From an optimization exercise on the open Yosys and OpenROAD flow, aimed at small area, a short achievable clock period and few clock cycles per item; shortcuts taken in it are not production practice. Function was checked by simulation only, so behaviour that the tests miss may differ from the original.

// pipelined_floating_point_multiplier
module pipelined_floating_point_multiplier #(
  parameter int unsigned EXPONENT_WIDTH   = 8,
  parameter int unsigned MANTISSA_WIDTH   = 23,
  parameter int unsigned ROUND_TO_NEAREST = 1
) (
  input  logic        clk,
  input  logic        rst,
  input  logic        in_valid,
  output logic        in_ready,
  input  logic [31:0] a,
  input  logic [31:0] b,
  output logic        out_valid,
  input  logic        out_ready,
  output logic [31:0] out,
  output logic        underflow_flag,
  output logic        overflow_flag,
  output logic        invalid_operation_flag
);
  logic en;
  logic r2_v;
  fpm_rdy u_rdy_port (.v(r2_v), .ordy(out_ready), .rdy(in_ready));
  fpm_rdy u_rdy_en   (.v(r2_v), .ordy(out_ready), .rdy(en));
  logic        a_s, b_s;
  logic [7:0]  a_e, b_e;
  logic [22:0] a_m, b_m;
  assign {a_s, a_e, a_m} = a;
  assign {b_s, b_e, b_m} = b;
  logic a_e1, b_e1, a_ez, b_ez;
  assign a_e1 = &a_e;
  assign b_e1 = &b_e;
  assign a_ez = ~|a_e;
  assign b_ez = ~|b_e;
  logic [25:0] yy;
  logic [11:0] c_bone, c_btwo, c_bneg;
  assign yy = {1'b1, b_m, 1'b0};
  always_comb begin
    for (int k = 0; k < 12; k++) begin
      c_bone[k] = yy[2*k+1] ^ yy[2*k];
      c_btwo[k] = (yy[2*k+2] & ~yy[2*k+1] & ~yy[2*k]) | (~yy[2*k+2] & yy[2*k+1] & yy[2*k]);
  ...
For scale: ~2100 cells after synthesis, roughly 190 flip-flops, roughly 110 I/O pins.
export LEC_CHECK = 0
export CAP_MARGIN = 20
export CORE_MARGIN = 2
export CORE_UTILIZATION = 40
export CTS_BUF_LIST = sky130_fd_sc_hd__clkbuf_16
export CTS_CLUSTER_SIZE = 30
export SETUP_SLACK_MARGIN = 4.8
export SLEW_MARGIN = 20
export SYNTH_HIERARCHICAL = 1
create_clock -name core_clock -period 9.0 [get_ports {clk}]
standard.sh (not shown) runs the stock make flow with config.mk's settings and CLKGATE_MAP_FILE= SYNTH_SCRIPT=/design/flow/synth_recipe.tcl, a recipe that flattens the netlist after the stock synthesis.
==> flow/flow/run.sh <==
#!/bin/bash
# Standard layout, with the port buffers as buf_2 cells instead of the
# default choice. Each tool's output goes to a log file in this folder.
set -e

export BUFFER_PORTS_ARGS="-buffer_cell sky130_fd_sc_hd__buf_2"
bash standard.sh > standard.log 2>&1
The baseline finished clean.
Testbench counts at the start, summed over its fixed seeds: cycles 12,024, items 12,000.
Then changed:
==> flow/flow/run.sh (replaced) <==
#!/bin/bash
# The standard layout with two changes: the port buffers are buf_1
# cells, and ABC maps the logic with flow/abc_map.script (one delay-driven
# mapping pass with area recovery) instead of ORFS's speed script. The rest
# of the standard flow's synthesis script (synth_recipe.tcl) runs unchanged. The make
# output goes to standard.log; ORFS keeps each step's log under orfs/logs.
set -euo pipefail
here=$(pwd)
export BUFFER_PORTS_ARGS="-buffer_cell sky130_fd_sc_hd__buf_1"
export FLOW_SYNTH_TCL="$here/synth_recipe.tcl"
export MY_ABC_SCRIPT="$here/flow/abc_map.script"
sed "s|SYNTH_SCRIPT=[^ ]*|SYNTH_SCRIPT=$here/flow/synth_wrap.tcl|" standard.sh > standard_abc.sh
bash standard_abc.sh > standard.log 2>&1
==> flow/flow/abc_map.script (new file) <==
&get -n
&st
&dch
&nf -R 1000
&put
buffer -c
topo
stime -c
upsize -c
dnsize -c
==> flow/flow/synth_wrap.tcl (new file) <==
# synth_recipe.tcl with one change: every abc call uses the script named by
# MY_ABC_SCRIPT in place of the one ORFS picks.
proc abc {args} {
  set i [lsearch -exact $args -script]
  if {$i >= 0 && [info exists ::env(MY_ABC_SCRIPT)]} {
    lset args [expr {$i + 1}] $::env(MY_ABC_SCRIPT)
    puts "synth_wrap: abc runs $::env(MY_ABC_SCRIPT)"
  }
  yosys abc {*}$args
}
source $::env(FLOW_SYNTH_TCL)
Settings changed: CTS_BUF_LIST sky130_fd_sc_hd__clkbuf_16 to not set, CTS_CLUSTER_SIZE 30 to not set, SETUP_SLACK_MARGIN 4.8 to 4.95.
After rerunning: The changed run completed without violations; cell area came out lower by 1.2%; hold slack gets worse by 3.5 ps; setup slack gets worse by 250 ps; core utilization rises by 1.4 points; count of clock-buffer cells in the layout does not change; wire length shrinks by 6.3%; fmax shrinks by 5.7%; critical path depth rose by 18.
Then changed:
==> flow/flow/run.sh (replaced) <==
#!/bin/bash
# Standard layout, with the port buffers as buf_2 cells instead of the
# default choice. Each tool's output goes to a log file in this folder.
set -e

export BUFFER_PORTS_ARGS="-buffer_cell sky130_fd_sc_hd__buf_2"
bash standard.sh > standard.log 2>&1
Settings changed: SETUP_SLACK_MARGIN 4.95 to 5.0.
removed: flow/flow/abc_map.script
removed: flow/flow/synth_wrap.tcl
Die area rose by 4.4%. Maximum frequency rose by 9.4%. Cell count rose by 3.2%. Worst setup slack is better by 380 ps. Via count rose by 5.0%. Design area rose by 2.8%.
Then changed:
Settings changed: ABC_AREA set to 1, SETUP_SLACK_MARGIN 5.0 to 4.8.
What happened: Register-to-register slack loses 160 ps. Area after synthesis grows by a few percent. Final area grows by a few percent. Sequential share of layout area shrinks by 0.58 points. Hold slack loses 4.4 ps. Flip-flop and latch count does not change. Wire length grows by roughly a tenth.
Then changed:
Settings changed: ABC_AREA 1 to not set.
What happened: The changed run finished clean. Cell count decreases by about a fifth. Hold slack improves by 4.1 ps. Wire length decreases by roughly a tenth.
Then changed:
==> flow/flow/run.sh (replaced) <==
#!/bin/bash
# Standard layout, with the port buffers as buf_1 cells instead of the
# default choice. Each tool's output goes to a log file in this folder.
set -e

export BUFFER_PORTS_ARGS="-buffer_cell sky130_fd_sc_hd__buf_1"
bash standard.sh > standard.log 2>&1
Settings changed: SETUP_SLACK_MARGIN 4.8 to 4.95.
- die area does not change
- worst setup slack improves by 200 ps
- non-clock buffer count goes up by 11
- register-to-register slack improves by 200 ps
- synthesized cell count stays the same
- worst hold slack stays flat
- synthesized area is unchanged
- cell count goes up by 0.35%

==> afterwards: timing with drivers on the ports <==
How much do the figures lean on ideal ports? The routed layouts below were timed once more, with nothing changed but the port constraints. Step 1: set_driving_cell puts a clkbuf_16 on clk and a buf_2 on each other input, an assumption about the parent block. Step 2 adds t to the input delays and takes it off the output delays; t is the mean of the earliest and latest rising clock arrival at the registers after step 1. Input paths then give back, and output paths get back, about the clock's delay inside the block. Slacks: ideal ports / drivers / drivers and shift; pairs: ideal ports / drivers.
run | shift t [ns] | setup slack, ns | clock arrival spread, ns | slew at the worst register clock pin (ns) | worst data-port slew with drivers (ns)
the first run | 0.568 | 4.861 / 4.861 / 4.861 | 0.021 / 0.021 | 0.10 / 0.10 | 0.05
the second run | 0.546 | 4.613 / 4.613 / 4.613 | 0.027 / 0.027 | 0.08 / 0.08 | 0.04
the third run | 0.567 | 4.992 / 4.992 / 4.992 | 0.021 / 0.020 | 0.10 / 0.10 | 0.05
the fourth run | 0.550 | 4.836 / 4.836 / 4.745 | 0.030 / 0.031 | 0.10 / 0.10 | 0.04
the fifth run | 0.568 | 4.861 / 4.861 / 4.861 | 0.021 / 0.021 | 0.10 / 0.10 | 0.05
the sixth run | 0.569 | 5.063 / 5.041 / 5.041 | 0.023 / 0.023 | 0.10 / 0.10 | 0.05
After both steps setup and hold are still met in every run listed. The setup slack of the fourth run, which loses most, moves by 0.000 ns with the drivers and by -0.091 ns with both steps.
